From an optimization exercise on the open Yosys and OpenROAD flow, aimed at small area and a short achievable clock period; shortcuts taken in it are not production practice.
Where RTL was checked, it was by simulation tests only, not by an equivalence proof against the original.
Power is estimated from default activity; no workload was simulated.

==> flow/design.v (excerpt) <==
module ring_buffer_double_ended_queue (
  input  logic         clk_i,
  input  logic         rst_ni,
  input  logic         start_i,
  input  logic [34:0]  cmd_i_flat,
  output logic         busy_o,
  output logic         done_o,
  output logic [102:0] result_o_flat
);
  localparam int unsigned RING = rbdeq_pkg::RING;
  localparam int unsigned W    = rbdeq_pkg::WORD_W;
  rbdeq_pkg::cmd_t cmd_i;
  rbdeq_pkg::res_t result_o;
  assign cmd_i         = rbdeq_pkg::cmd_t'(cmd_i_flat);
  assign result_o_flat = result_o;
  logic [rbdeq_pkg::CNT_W-1:0] count_q, count_d;
  logic                        empty_q, one_q, two_q, full_q;
  logic                        empty_d, one_d, two_d, full_d;
  logic [RING-1:0]             head_q, head_d, tail_q, tail_d;
  logic [RING-1:0]             head_prev, head_next, tail_prev, tail_next;
  logic signed [W-1:0]         front_q, front_d, back_q, back_d;
  logic signed [W-1:0]         popped_q, popped_d;
  logic [1:0]                  status_q, status_d;
  logic                        done_q;
  ...
Size: ~1400 cells after synthesis, about 580 flip-flops, about 140 I/O pins.
==> module ring_buffer_double_ended_queue, before the edit <==
module ring_buffer_double_ended_queue (
  input  logic         clk_i,
  input  logic         rst_ni,
  input  logic         start_i,
  input  logic [34:0]  cmd_i_flat,
  output logic         busy_o,
  output logic         done_o,
  output logic [102:0] result_o_flat
);
  localparam int unsigned RING = rbdeq_pkg::RING;
  localparam int unsigned W    = rbdeq_pkg::WORD_W;
  rbdeq_pkg::cmd_t cmd_i;
  rbdeq_pkg::res_t result_o;
  assign cmd_i         = rbdeq_pkg::cmd_t'(cmd_i_flat);
  assign result_o_flat = result_o;
  logic [rbdeq_pkg::CNT_W-1:0] count_q, count_d;
  logic                        empty_q, one_q, two_q, full_q;
  logic                        empty_d, one_d, two_d, full_d;
  logic [RING-1:0]             head_q, head_d, tail_q, tail_d;
  logic [RING-1:0]             head_prev, head_next, tail_prev, tail_next;
  logic signed [W-1:0]         front_q, front_d, back_q, back_d;
  logic signed [W-1:0]         popped_q, popped_d;
  logic [1:0]                  status_q, status_d;
  logic                        done_q;
  logic signed [W-1:0]         ring_data [RING];
  logic signed [W-1:0]         ring_rdata, ring_wdata;
  logic [RING-1:0]             ring_rsel, ring_we;
  logic accept, three, fifteen, ge2, ge3;
  logic req_pf, req_pb, req_qf, req_qb, req_push, req_pop;
  logic push_f, push_b, pop_f, pop_b, push_ring_f, push_ring_b;
  logic f_pv, f_back, f_ring, f_hold;
  logic b_pv, b_front, b_ring, b_hold;
  assign busy_o = 1'b0;
  assign accept = start_i;
  assign ge2     = !empty_q && !one_q;
  assign ge3     = ge2 && !two_q;
  assign three   = (count_q == 5'd3);
  assign fifteen = (count_q == 5'd15);
  assign req_pf   = accept && (cmd_i.func == rbdeq_pkg::FUNC_PUSH_FRONT);
  assign req_pb   = accept && (cmd_i.func == rbdeq_pkg::FUNC_PUSH_BACK);
  assign req_qf   = accept && (cmd_i.func == rbdeq_pkg::FUNC_POP_FRONT);
  assign req_qb   = accept && (cmd_i.func == rbdeq_pkg::FUNC_POP_BACK);
  assign req_push = accept && (cmd_i.func[2:1] == 2'b00);
  assign req_pop  = accept && (cmd_i.func[2:1] == 2'b01);
  assign push_f   = req_pf && !full_q;
  assign push_b   = req_pb && !full_q;
  assign pop_f    = req_qf && !empty_q;
  assign pop_b    = req_qb && !empty_q;
  assign head_prev = {head_q[0], head_q[RING-1:1]};
  assign head_next = {head_q[RING-2:0], head_q[RING-1]};
  assign tail_prev = {tail_q[0], tail_q[RING-1:1]};
  assign tail_next = {tail_q[RING-2:0], tail_q[RING-1]};
  for (genvar i = 0; i < RING; i++) begin : g_ring
    rbdeq_cell u_cell (
      .clk_i  (clk_i),
      .we_i   (ring_we[i]),
      .wdata_i(ring_wdata),
      .data_o (ring_data[i])
    );
  end
  assign ring_rsel = cmd_i.func[0] ? tail_prev : head_q;
  always_comb begin
    ring_rdata = '0;
    for (int i = 0; i < RING; i++) begin
      ring_rdata = ring_rdata | (ring_rsel[i] ? ring_data[i] : '0);
    end
  end
  assign push_ring_f = ge2 && !full_q && req_pf;
  assign push_ring_b = ge2 && !full_q && req_pb;
  assign ring_wdata  = cmd_i.func[0] ? back_q : front_q;
  assign ring_we     = ({RING{push_ring_f}} & head_prev) | ({RING{push_ring_b}} & tail_q);
  always_comb begin
    head_d = head_q;
    tail_d = tail_q;
    if (push_ring_f)         head_d = head_prev;
    if (req_qf && ge3)       head_d = head_next;
    if (push_ring_b)         tail_d = tail_next;
    if (req_qb && ge3)       tail_d = tail_prev;
  end
  assign f_pv    = push_f || (req_pb && empty_q);
  assign f_back  = req_qf && two_q;
  assign f_ring  = req_qf && ge3;
  assign f_hold  = !empty_q && !push_f && !req_qf && !(req_qb && one_q);
  assign b_pv    = push_b || (req_pf && empty_q);
  assign b_front = req_qb && two_q;
  assign b_ring  = req_qb && ge3;
  assign b_hold  = !empty_q && !push_b && !req_qb && !(req_qf && one_q);
  assign front_d = ({W{f_pv}} & cmd_i.push_value) | ({W{f_back}} & back_q) |
                   ({W{f_ring}} & ring_rdata) | ({W{f_hold}} & front_q);
  assign back_d  = ({W{b_pv}} & cmd_i.push_value) | ({W{b_front}} & front_q) |
                   ({W{b_ring}} & ring_rdata) | ({W{b_hold}} & back_q);
  always_comb begin
    count_d  = count_q;
    status_d = rbdeq_pkg::ST_DONE;
    popped_d = '0;
    if (push_f || push_b) count_d = count_q + 1'b1;
    if (pop_f || pop_b)   count_d = count_q - 1'b1;
    if (pop_f) popped_d = front_q;
    if (pop_b) popped_d = back_q;
    if (req_push && full_q)  status_d = rbdeq_pkg::ST_FULL;
    if (req_pop && empty_q)  status_d = rbdeq_pkg::ST_EMPTY;
  end
  assign empty_d = (empty_q && !req_push) || (one_q && req_pop);
  assign one_d   = (empty_q && req_push) || (one_q && !req_push && !req_pop) || (two_q && req_pop);
  assign two_d   = (one_q && req_push) || (two_q && !req_push && !req_pop) || (three && req_pop);
  assign full_d  = (full_q && !req_pop) || (fifteen && req_push);
  always_ff @(posedge clk_i or negedge rst_ni) begin
    if (!rst_ni) begin
      count_q <= '0;
      empty_q <= 1'b1;
      one_q   <= 1'b0;
      two_q   <= 1'b0;
      full_q  <= 1'b0;
      done_q  <= 1'b0;
      head_q  <= RING'(1);
      tail_q  <= RING'(1);
    end else begin
      count_q <= count_d;
      empty_q <= empty_d;
      one_q   <= one_d;
      two_q   <= two_d;
      full_q  <= full_d;
      done_q  <= accept;
      head_q  <= head_d;
      tail_q  <= tail_d;
    end
  end
  always_ff @(posedge clk_i) begin
    front_q  <= front_d;
    back_q   <= back_d;
    popped_q <= popped_d;
    status_q <= status_d;
  end
  assign done_o                = done_q;
  assign result_o.popped_value = popped_q;
  assign result_o.status       = status_q;
  assign result_o.count_after  = 5'(count_q);
  assign result_o.first_value  = front_q;
  assign result_o.last_value   = back_q;
endmodule
export LEC_CHECK = 0
export CAP_MARGIN = 0
export CORE_MARGIN = 2
export CORE_UTILIZATION = 60
export CTS_BUF_LIST = sky130_fd_sc_hd__clkbuf_16
export CTS_CLUSTER_DIAMETER = 60
export CTS_CLUSTER_SIZE = 25
export SETUP_SLACK_MARGIN = 2.8
export SLEW_MARGIN = 0
create_clock -name core_clock -period 5.0 [get_ports {clk_i}]
standard.sh (not shown) runs the stock make flow with config.mk's settings and CLKGATE_MAP_FILE= SYNTH_SCRIPT=/design/flow/synth_recipe.tcl, a recipe that flattens the netlist after the stock synthesis.
==> flow/flow/run.sh <==
#!/bin/bash
# Layout flow: the standard ORFS flow (standard.sh), unchanged except that the
# port buffers are plain sky130 buf_2 cells instead of the delay-cell buffers that
# buffer_ports picks by default.
set -euo pipefail
export BUFFER_PORTS_ARGS="-buffer_cell sky130_fd_sc_hd__buf_2"
bash standard.sh > standard_flow.log 2>&1
Edit:
--- a/flow/design.v
+++ b/flow/design.v
@@ -53,5 +53,5 @@
   assign cmd_i         = rbdeq_pkg::cmd_t'(cmd_i_flat);
   assign result_o_flat = result_o;
-  logic [rbdeq_pkg::CNT_W-1:0] count_q, count_d;
+  logic [rbdeq_pkg::CNT_W-1:0] count_q, count_d, count_up, count_down;
   logic                        empty_q, one_q, two_q, full_q;
   logic                        empty_d, one_d, two_d, full_d;
@@ -64,5 +64,5 @@
   logic signed [W-1:0]         ring_data [RING];
   logic signed [W-1:0]         ring_rdata, ring_wdata;
-  logic [RING-1:0]             ring_rsel, ring_we;
+  logic [RING-1:0]             ring_rsel, ring_we, wsel_f, wsel_b;
   logic accept, three, fifteen, ge2, ge3;
   logic req_pf, req_pb, req_qf, req_qb, req_push, req_pop;
@@ -108,5 +108,7 @@
   assign push_ring_b = ge2 && !full_q && req_pb;
   assign ring_wdata  = cmd_i.func[0] ? back_q : front_q;
-  assign ring_we     = ({RING{push_ring_f}} & head_prev) | ({RING{push_ring_b}} & tail_q);
+  assign wsel_f      = full_q ? '0 : head_prev;
+  assign wsel_b      = full_q ? '0 : tail_q;
+  assign ring_we     = ({RING{req_pf}} & wsel_f) | ({RING{req_pb}} & wsel_b);
   always_comb begin
     head_d = head_q;
@@ -129,12 +131,20 @@
   assign back_d  = ({W{b_pv}} & cmd_i.push_value) | ({W{b_front}} & front_q) |
                    ({W{b_ring}} & ring_rdata) | ({W{b_hold}} & back_q);
+  for (genvar i = 0; i < rbdeq_pkg::CNT_W; i++) begin : g_step
+    if (i == 0) begin : g_lsb
+      assign count_up[i]   = !count_q[0];
+      assign count_down[i] = !count_q[0];
+    end else begin : g_bit
+      assign count_up[i]   = count_q[i] ^ (&count_q[i-1:0]);
+      assign count_down[i] = count_q[i] ^ !(|count_q[i-1:0]);
+    end
+  end
   always_comb begin
     count_d  = count_q;
     status_d = rbdeq_pkg::ST_DONE;
     popped_d = '0;
-    if (push_f || push_b) count_d = count_q + 1'b1;
-    if (pop_f || pop_b)   count_d = count_q - 1'b1;
-    if (pop_f) popped_d = front_q;
-    if (pop_b) popped_d = back_q;
+    if (push_f || push_b) count_d = count_up;
+    if (pop_f || pop_b)   count_d = count_down;
+    if (pop_f || pop_b) popped_d = ring_wdata;
     if (req_push && full_q)  status_d = rbdeq_pkg::ST_FULL;
     if (req_pop && empty_q)  status_d = rbdeq_pkg::ST_EMPTY;
Combinational power rose by well over a third.
Synthesized area fell slightly.
Non-clock buffer count fell by 22.
Utilization rose by 1.6 points.
Routed wire length rose slightly.
Clock-buffer cell count stays the same.
Critical path depth fell by 4.
Via count barely changes.
Final cell count fell by a few percent.
Total power rose by about a fifth.
Setup slack degrades by 22 ps.
Only the layout flow was run in the second run of this note; the RTL was not checked for function there.

-- separate check: timing with driven ports --
How much do the figures lean on ideal ports? The routed layouts below were timed once more, with nothing changed but the port constraints. Step 1 (the two cells are an assumption about what drives the block):
set clk [get_ports {clk_i}]
set_driving_cell -lib_cell sky130_fd_sc_hd__clkbuf_16 $clk
set_driving_cell -lib_cell sky130_fd_sc_hd__buf_2 [delete_from_list [all_inputs] $clk]
Step 2 moves the port delays by t, midway between the first and last clock arrival at a register: inputs arrive t later, outputs are due t later. That takes back most of the time a late clock gives input paths. Three values: ideal ports, drivers, drivers and shift; two values: the first two.
run | shift t [ns] | setup WS [ns] | pins driven straight from the clock port
the first run | 0.617 | 2.773 / 2.720 / 2.102 | 1
the second run | 0.605 | 2.751 / 2.747 / 2.142 | 1
After both steps every run listed still meets setup and hold. For the first run, which loses most, drivers alone change the setup slack by -0.053 ns; drivers and shift together by -0.671 ns.
